Context: an optimization exercise on an open-source flow, tuned for small area. The choices shown serve that exercise and are no tape-out recipe. The RTL was checked by simulation tests, not by an equivalence proof against the original design. Power and IR drop assume default switching activity. The clock port is modelled as an ideal driver; clocking choices that lean on that would not hold on a real chip.

==> xenon <==
Design decode_unit, start of the top module:
module decode_unit (
    input  logic        clk,
    input  logic        rst_n,
    input  logic [31:0] instr,
    input  logic [31:0] pc,
    input  logic        wb_en,
    input  logic [4:0]  wb_addr,
    input  logic [31:0] wb_data,
    output logic [31:0] out_pc,
    output logic [50:0] out_ctrl,
    output logic [31:0] out_rs_data,
    output logic [31:0] out_rt_data
);
==> module reg_file, before the edit <==
module reg_file (
    input  logic                  clk,
    input  logic                  rst,
    input  decode_pkg::reg_addr_t rs_addr,
    input  logic                  rs_en,
    input  decode_pkg::reg_addr_t rt_addr,
    input  logic                  rt_en,
    input  decode_pkg::wb_t       wb,
    output decode_pkg::word_t     rs_data,
    output decode_pkg::word_t     rt_data
);
    decode_pkg::word_t regs [1:decode_pkg::REG_COUNT-1];
    logic [decode_pkg::REG_COUNT-1:1] valid;
    logic [3:0] we_hi;
    logic [7:0] we_lo;
    for (genvar h = 0; h < 4; h++) begin : g_we_hi
        assign we_hi[h] = wb.en && wb.addr[4:3] == h;
    end
    for (genvar l = 0; l < 8; l++) begin : g_we_lo
        assign we_lo[l] = wb.addr[2:0] == l;
    end
    for (genvar k = 1; k < decode_pkg::REG_COUNT; k++) begin : g_row
        logic we;
        rf_and2 i_we (.a (we_hi[k / 8]), .b (we_lo[k % 8]), .y (we));
        always_ff @(posedge clk) begin
            if (we) begin
                regs[k] <= wb.data;
            end
        end
        always_ff @(posedge clk or negedge rst) begin
            if (!rst) begin
                valid[k] <= 1'b0;
            end else if (we) begin
                valid[k] <= 1'b1;
            end
        end
    end
    logic [decode_pkg::REG_COUNT-1:1] rs_sel, rt_sel;
    logic [3:0] rs_hi, rt_hi;
    logic [7:0] rs_lo, rt_lo;
    for (genvar h = 0; h < 4; h++) begin : g_rd_hi
        assign rs_hi[h] = rs_en && rs_addr[4:3] == h;
        assign rt_hi[h] = rt_en && rt_addr[4:3] == h;
    end
    for (genvar l = 0; l < 8; l++) begin : g_rd_lo
        assign rs_lo[l] = rs_addr[2:0] == l;
        assign rt_lo[l] = rt_addr[2:0] == l;
    end
    for (genvar k = 1; k < decode_pkg::REG_COUNT; k++) begin : g_sel
        rf_and3 i_rs (.a (valid[k]), .b (rs_hi[k / 8]), .c (rs_lo[k % 8]), .y (rs_sel[k]));
        rf_and3 i_rt (.a (valid[k]), .b (rt_hi[k / 8]), .c (rt_lo[k % 8]), .y (rt_sel[k]));
    end
    for (genvar b = 0; b < decode_pkg::WORD_WIDTH; b++) begin : g_bit
        logic [decode_pkg::REG_COUNT-1:1] column;
        for (genvar k = 1; k < decode_pkg::REG_COUNT; k++) begin : g_col
            assign column[k] = regs[k][b];
        end
        rf_read_bit i_rs (.sel (rs_sel), .data (column), .q (rs_data[b]));
        rf_read_bit i_rt (.sel (rt_sel), .data (column), .q (rt_data[b]));
    end
endmodule
==> module rf_and2, before the edit <==
module rf_and2 (
    input  logic a, b,
    output logic y
);
    assign y = a & b;
endmodule
==> module rf_and3, before the edit <==
module rf_and3 (
    input  logic a, b, c,
    output logic y
);
    assign y = a & b & c;
endmodule
Settings: LEC_CHECK=0, CAP_MARGIN=20, CORE_MARGIN=2, CORE_UTILIZATION=68, PLACE_DENSITY=0.8, SETUP_SLACK_MARGIN=0.15, SLEW_MARGIN=20, SYNTH_HIERARCHICAL=1, SYNTH_MINIMUM_KEEP_SIZE=0; clock period 5.0 ns.
standard.sh (not shown) runs the stock make flow with config.mk's settings and CLKGATE_MAP_FILE= SYNTH_SCRIPT=/design/flow/synth_recipe.tcl, a recipe that flattens the netlist after the stock synthesis.
==> flow/flow/run.sh <==
#!/bin/bash
# The standard layout with three changes to how it is built: the port
# buffers start as the smallest buffer (repair may still upsize them), the
# clock tree uses larger sink clusters without dummy loads, and before
# global placement the register file's row and column drivers are sized to
# drive their nets (flow/pre_gpl.tcl).
set -euo pipefail
cd "$(dirname "$0")/.."
bash standard.sh \
  "BUFFER_PORTS_ARGS=-buffer_cell sky130_fd_sc_hd__buf_1" \
  "CTS_ARGS=-sink_clustering_enable -repair_clock_nets -dont_use_dummy_load -buf_list sky130_fd_sc_hd__clkbuf_16 -sink_clustering_size 30 -sink_clustering_max_diameter 100" \
  "PRE_GLOBAL_PLACE_TCL=$PWD/flow/pre_gpl.tcl" \
  finish > make_finish.log 2>&1
==> flow/flow/pre_gpl.tcl <==
# Gates that drive a whole row or column of the register file (a read
# select or a write enable, 16 loads or more) start at a size that can
# drive it, so that repair drives those nets by sizing rather than by
# added buffers.
set upsize {
  sky130_fd_sc_hd__and3_1 sky130_fd_sc_hd__and3_4
  sky130_fd_sc_hd__and3_2 sky130_fd_sc_hd__and3_4
  sky130_fd_sc_hd__and2_0 sky130_fd_sc_hd__and2_4
  sky130_fd_sc_hd__and2_1 sky130_fd_sc_hd__and2_4
  sky130_fd_sc_hd__and2_2 sky130_fd_sc_hd__and2_4
}
set n_up 0
foreach inst [[ord::get_db_block] getInsts] {
  set m [[$inst getMaster] getName]
  if {![dict exists $upsize $m]} continue
  foreach it [$inst getITerms] {
    if {![$it isOutputSignal]} continue
    set net [$it getNet]
    if {$net eq "NULL"} continue
    if {[llength [$net getITerms]] - 1 >= 16} {
      set pat [string map {"[" "\\[" "]" "\\]" "*" "\\*" "?" "\\?"} [$inst getName]]
      replace_cell [get_cells $pat] [dict get $upsize $m]
      incr n_up
    }
  }
}
puts "pre_gpl: upsized $n_up row and column drivers"
==> inputs of raven, as changes to xenon <==
--- a/flow/design.v
+++ b/flow/design.v
@@ -199,15 +199,7 @@
     decode_pkg::word_t regs [1:decode_pkg::REG_COUNT-1];
     logic [decode_pkg::REG_COUNT-1:1] valid;
-    logic [3:0] we_hi;
-    logic [7:0] we_lo;
-    for (genvar h = 0; h < 4; h++) begin : g_we_hi
-        assign we_hi[h] = wb.en && wb.addr[4:3] == h;
-    end
-    for (genvar l = 0; l < 8; l++) begin : g_we_lo
-        assign we_lo[l] = wb.addr[2:0] == l;
-    end
     for (genvar k = 1; k < decode_pkg::REG_COUNT; k++) begin : g_row
         logic we;
-        rf_and2 i_we (.a (we_hi[k / 8]), .b (we_lo[k % 8]), .y (we));
+        assign we = wb.en && wb.addr == k;
         always_ff @(posedge clk) begin
             if (we) begin
@@ -224,17 +216,7 @@
     end
     logic [decode_pkg::REG_COUNT-1:1] rs_sel, rt_sel;
-    logic [3:0] rs_hi, rt_hi;
-    logic [7:0] rs_lo, rt_lo;
-    for (genvar h = 0; h < 4; h++) begin : g_rd_hi
-        assign rs_hi[h] = rs_en && rs_addr[4:3] == h;
-        assign rt_hi[h] = rt_en && rt_addr[4:3] == h;
-    end
-    for (genvar l = 0; l < 8; l++) begin : g_rd_lo
-        assign rs_lo[l] = rs_addr[2:0] == l;
-        assign rt_lo[l] = rt_addr[2:0] == l;
-    end
     for (genvar k = 1; k < decode_pkg::REG_COUNT; k++) begin : g_sel
-        rf_and3 i_rs (.a (valid[k]), .b (rs_hi[k / 8]), .c (rs_lo[k % 8]), .y (rs_sel[k]));
-        rf_and3 i_rt (.a (valid[k]), .b (rt_hi[k / 8]), .c (rt_lo[k % 8]), .y (rt_sel[k]));
+        assign rs_sel[k] = valid[k] && rs_en && rs_addr == k;
+        assign rt_sel[k] = valid[k] && rt_en && rt_addr == k;
     end
     for (genvar b = 0; b < decode_pkg::WORD_WIDTH; b++) begin : g_bit
@@ -286,16 +268,4 @@
     assign y = ~&a;
 endmodule
-module rf_and2 (
-    input  logic a, b,
-    output logic y
-);
-    assign y = a & b;
-endmodule
-module rf_and3 (
-    input  logic a, b, c,
-    output logic y
-);
-    assign y = a & b & c;
-endmodule
 `timescale 1ns/1ns
 module decode_stage (
==> flow/flow/run.sh (replaced) <==
#!/bin/bash
# The standard layout with two changes to how it is built: the port
# buffers start as the smallest buffer (repair may still upsize them), and
# the clock tree uses larger sink clusters without dummy loads.
set -euo pipefail
cd "$(dirname "$0")/.."
bash standard.sh \
  "BUFFER_PORTS_ARGS=-buffer_cell sky130_fd_sc_hd__buf_1" \
  "CTS_ARGS=-sink_clustering_enable -repair_clock_nets -dont_use_dummy_load -buf_list sky130_fd_sc_hd__clkbuf_16 -sink_clustering_size 30 -sink_clustering_max_diameter 100" \
  finish > make_finish.log 2>&1
--- a/flow/config.mk
+++ b/flow/config.mk
@@ -9,5 +9,4 @@
 export CORE_MARGIN = 2
 export CORE_UTILIZATION = 68
-export PLACE_DENSITY = 0.8
 export SETUP_SLACK_MARGIN = 0.15
 export SLEW_MARGIN = 20
removed: flow/flow/pre_gpl.tcl
==> inputs of delta, as changes to xenon <==
--- a/flow/design.v
+++ b/flow/design.v
@@ -199,15 +199,7 @@
     decode_pkg::word_t regs [1:decode_pkg::REG_COUNT-1];
     logic [decode_pkg::REG_COUNT-1:1] valid;
-    logic [3:0] we_hi;
-    logic [7:0] we_lo;
-    for (genvar h = 0; h < 4; h++) begin : g_we_hi
-        assign we_hi[h] = wb.en && wb.addr[4:3] == h;
-    end
-    for (genvar l = 0; l < 8; l++) begin : g_we_lo
-        assign we_lo[l] = wb.addr[2:0] == l;
-    end
     for (genvar k = 1; k < decode_pkg::REG_COUNT; k++) begin : g_row
         logic we;
-        rf_and2 i_we (.a (we_hi[k / 8]), .b (we_lo[k % 8]), .y (we));
+        assign we = wb.en && wb.addr == k;
         always_ff @(posedge clk) begin
             if (we) begin
@@ -224,17 +216,7 @@
     end
     logic [decode_pkg::REG_COUNT-1:1] rs_sel, rt_sel;
-    logic [3:0] rs_hi, rt_hi;
-    logic [7:0] rs_lo, rt_lo;
-    for (genvar h = 0; h < 4; h++) begin : g_rd_hi
-        assign rs_hi[h] = rs_en && rs_addr[4:3] == h;
-        assign rt_hi[h] = rt_en && rt_addr[4:3] == h;
-    end
-    for (genvar l = 0; l < 8; l++) begin : g_rd_lo
-        assign rs_lo[l] = rs_addr[2:0] == l;
-        assign rt_lo[l] = rt_addr[2:0] == l;
-    end
     for (genvar k = 1; k < decode_pkg::REG_COUNT; k++) begin : g_sel
-        rf_and3 i_rs (.a (valid[k]), .b (rs_hi[k / 8]), .c (rs_lo[k % 8]), .y (rs_sel[k]));
-        rf_and3 i_rt (.a (valid[k]), .b (rt_hi[k / 8]), .c (rt_lo[k % 8]), .y (rt_sel[k]));
+        assign rs_sel[k] = valid[k] && rs_en && rs_addr == k;
+        assign rt_sel[k] = valid[k] && rt_en && rt_addr == k;
     end
     for (genvar b = 0; b < decode_pkg::WORD_WIDTH; b++) begin : g_bit
@@ -286,16 +268,4 @@
     assign y = ~&a;
 endmodule
-module rf_and2 (
-    input  logic a, b,
-    output logic y
-);
-    assign y = a & b;
-endmodule
-module rf_and3 (
-    input  logic a, b, c,
-    output logic y
-);
-    assign y = a & b & c;
-endmodule
 `timescale 1ns/1ns
 module decode_stage (
==> flow/flow/run.sh (replaced) <==
#!/bin/bash
# The standard layout with three changes to how it is built: the port
# buffers start as the smallest buffer (repair may still upsize them), the
# clock tree uses larger sink clusters without dummy loads, and cells on
# paths with slack are downsized after global routing, followed by another
# slew and capacitance repair (flow/post_grt.tcl).
set -euo pipefail
cd "$(dirname "$0")/.."
bash standard.sh \
  "BUFFER_PORTS_ARGS=-buffer_cell sky130_fd_sc_hd__buf_1" \
  "CTS_ARGS=-sink_clustering_enable -repair_clock_nets -dont_use_dummy_load -buf_list sky130_fd_sc_hd__clkbuf_16 -sink_clustering_size 30 -sink_clustering_max_diameter 100" \
  RECOVER_POWER=100 \
  "POST_GLOBAL_ROUTE_TCL=$PWD/flow/post_grt.tcl" \
  finish > make_finish.log 2>&1
==> flow/flow/post_grt.tcl (new file) <==
# After power recovery downsized cells: repair slew and capacitance again,
# then legalize and reroute the nets that changed.
global_route -start_incremental
repair_design -verbose -cap_margin $::env(CAP_MARGIN) -slew_margin $::env(SLEW_MARGIN)
detailed_placement
global_route -end_incremental
estimate_parasitics -global_routing
report_worst_slack -max
write_guides $::env(RESULTS_DIR)/route.guide
--- a/flow/config.mk
+++ b/flow/config.mk
@@ -9,5 +9,4 @@
 export CORE_MARGIN = 2
 export CORE_UTILIZATION = 68
-export PLACE_DENSITY = 0.8
 export SETUP_SLACK_MARGIN = 0.15
 export SLEW_MARGIN = 20
removed: flow/flow/pre_gpl.tcl
==> notes <==
- First-iteration DRC count, highest first: xenon, raven, delta.
- Utilization: xenon is lower than raven (1.2 points).
- Cell count, lowest first: xenon, raven, delta.
- Worst hold slack, highest first: raven, xenon, delta.
- Combinational power, highest first: raven, delta, xenon.
- Non-clock buffer count: delta > raven > xenon.
- Between xenon and delta, the lower clock power is in delta (gap about 1%, measured against delta).
- The highest design area belongs to delta, the lowest to xenon.
- Sequential power is about the same in xenon and delta.
==> figures <==
Instance count of the mapped netlist: xenon 2,321; raven 2,343; delta 2,343
Total cell area at the placement stage: xenon 44,700 um^2; raven 45,400 um^2; delta 45,400 um^2
Fraction of power spent switching nets: xenon 0.210; raven 0.209; delta 0.208
Outcome: xenon no timing/DRC/antenna violations; raven no timing/DRC/antenna violations; delta no timing/DRC/antenna violations
Layout Cell Area excl Fill: xenon 45,700 um^2; raven 46,500 um^2; delta 46,600 um^2
Final area over synthesized area: xenon 1.083x; raven 1.098x; delta 1.101x
Met2 layer wire length in the routed design: xenon 62,700 um; raven 62,400 um; delta 62,600 um
Antenna diode count: xenon 6; raven 4; delta 3
Topmost layer with routed signal wires: xenon met5; raven met4; delta met4
Maximum number of pins on one net before global-route repair: xenon 51; raven 73; delta 73
Final critical path time including I/O delays and setup: xenon 4.70 ns; raven 4.79 ns; delta 4.93 ns
Worst IR drop on VDD: xenon 296 uV; raven 278 uV; delta 276 uV
Cell count after placement: xenon 3,414; raven 3,534; delta 3,534
Simple-gate share of the synthesized area: xenon 0.0782; raven 0.0729; delta 0.0729
Worst min-delay path category: xenon primary input to asynchronous set/reset pin; raven primary input to flip-flop; delta primary input to asynchronous set/reset pin
Register-to-register path setup slack: xenon 4.16 ns; raven 4.20 ns; delta 4.20 ns
Power of the clock network: xenon 4.11 mW; raven 4.08 mW; delta 4.07 mW
DR vias: xenon 31.3k; raven 31.1k; delta 31.1k
Effective utilization at floorplan: xenon 0.686; raven 0.687; delta 0.687

-- port drivers added, routing unchanged --
No port has a modelled driver above. Below, the same layouts with a new extraction and two added sets of constraints.
Step 1 assumes that a clkbuf_16 drives the clock port and a buf_2 every other input.
Step 2 also shifts input and output timing later by t, the mid clock arrival at the registers, as if the neighbouring blocks saw the same clock.
Slacks: ideal ports / drivers / drivers and shift; pairs: ideal ports / drivers.
| run | shift t [ns] | setup WS [ns] | worst setup path at the end | worst register clock-pin slew, ns | worst data-port slew with drivers (ns) |
|---|---|---|---|---|---|
| xenon | 0.684 | 0.299 / 0.235 / 0.919 | register to output | 0.12 / 0.12 | 0.09 |
| raven | 0.685 | 0.210 / 0.144 / 0.830 | register to output | 0.12 / 0.12 | 0.09 |
| delta | 0.682 | 0.067 / 0.002 / 0.684 | register to output | 0.11 / 0.11 | 0.09 |
After both steps every run listed still meets setup and hold.
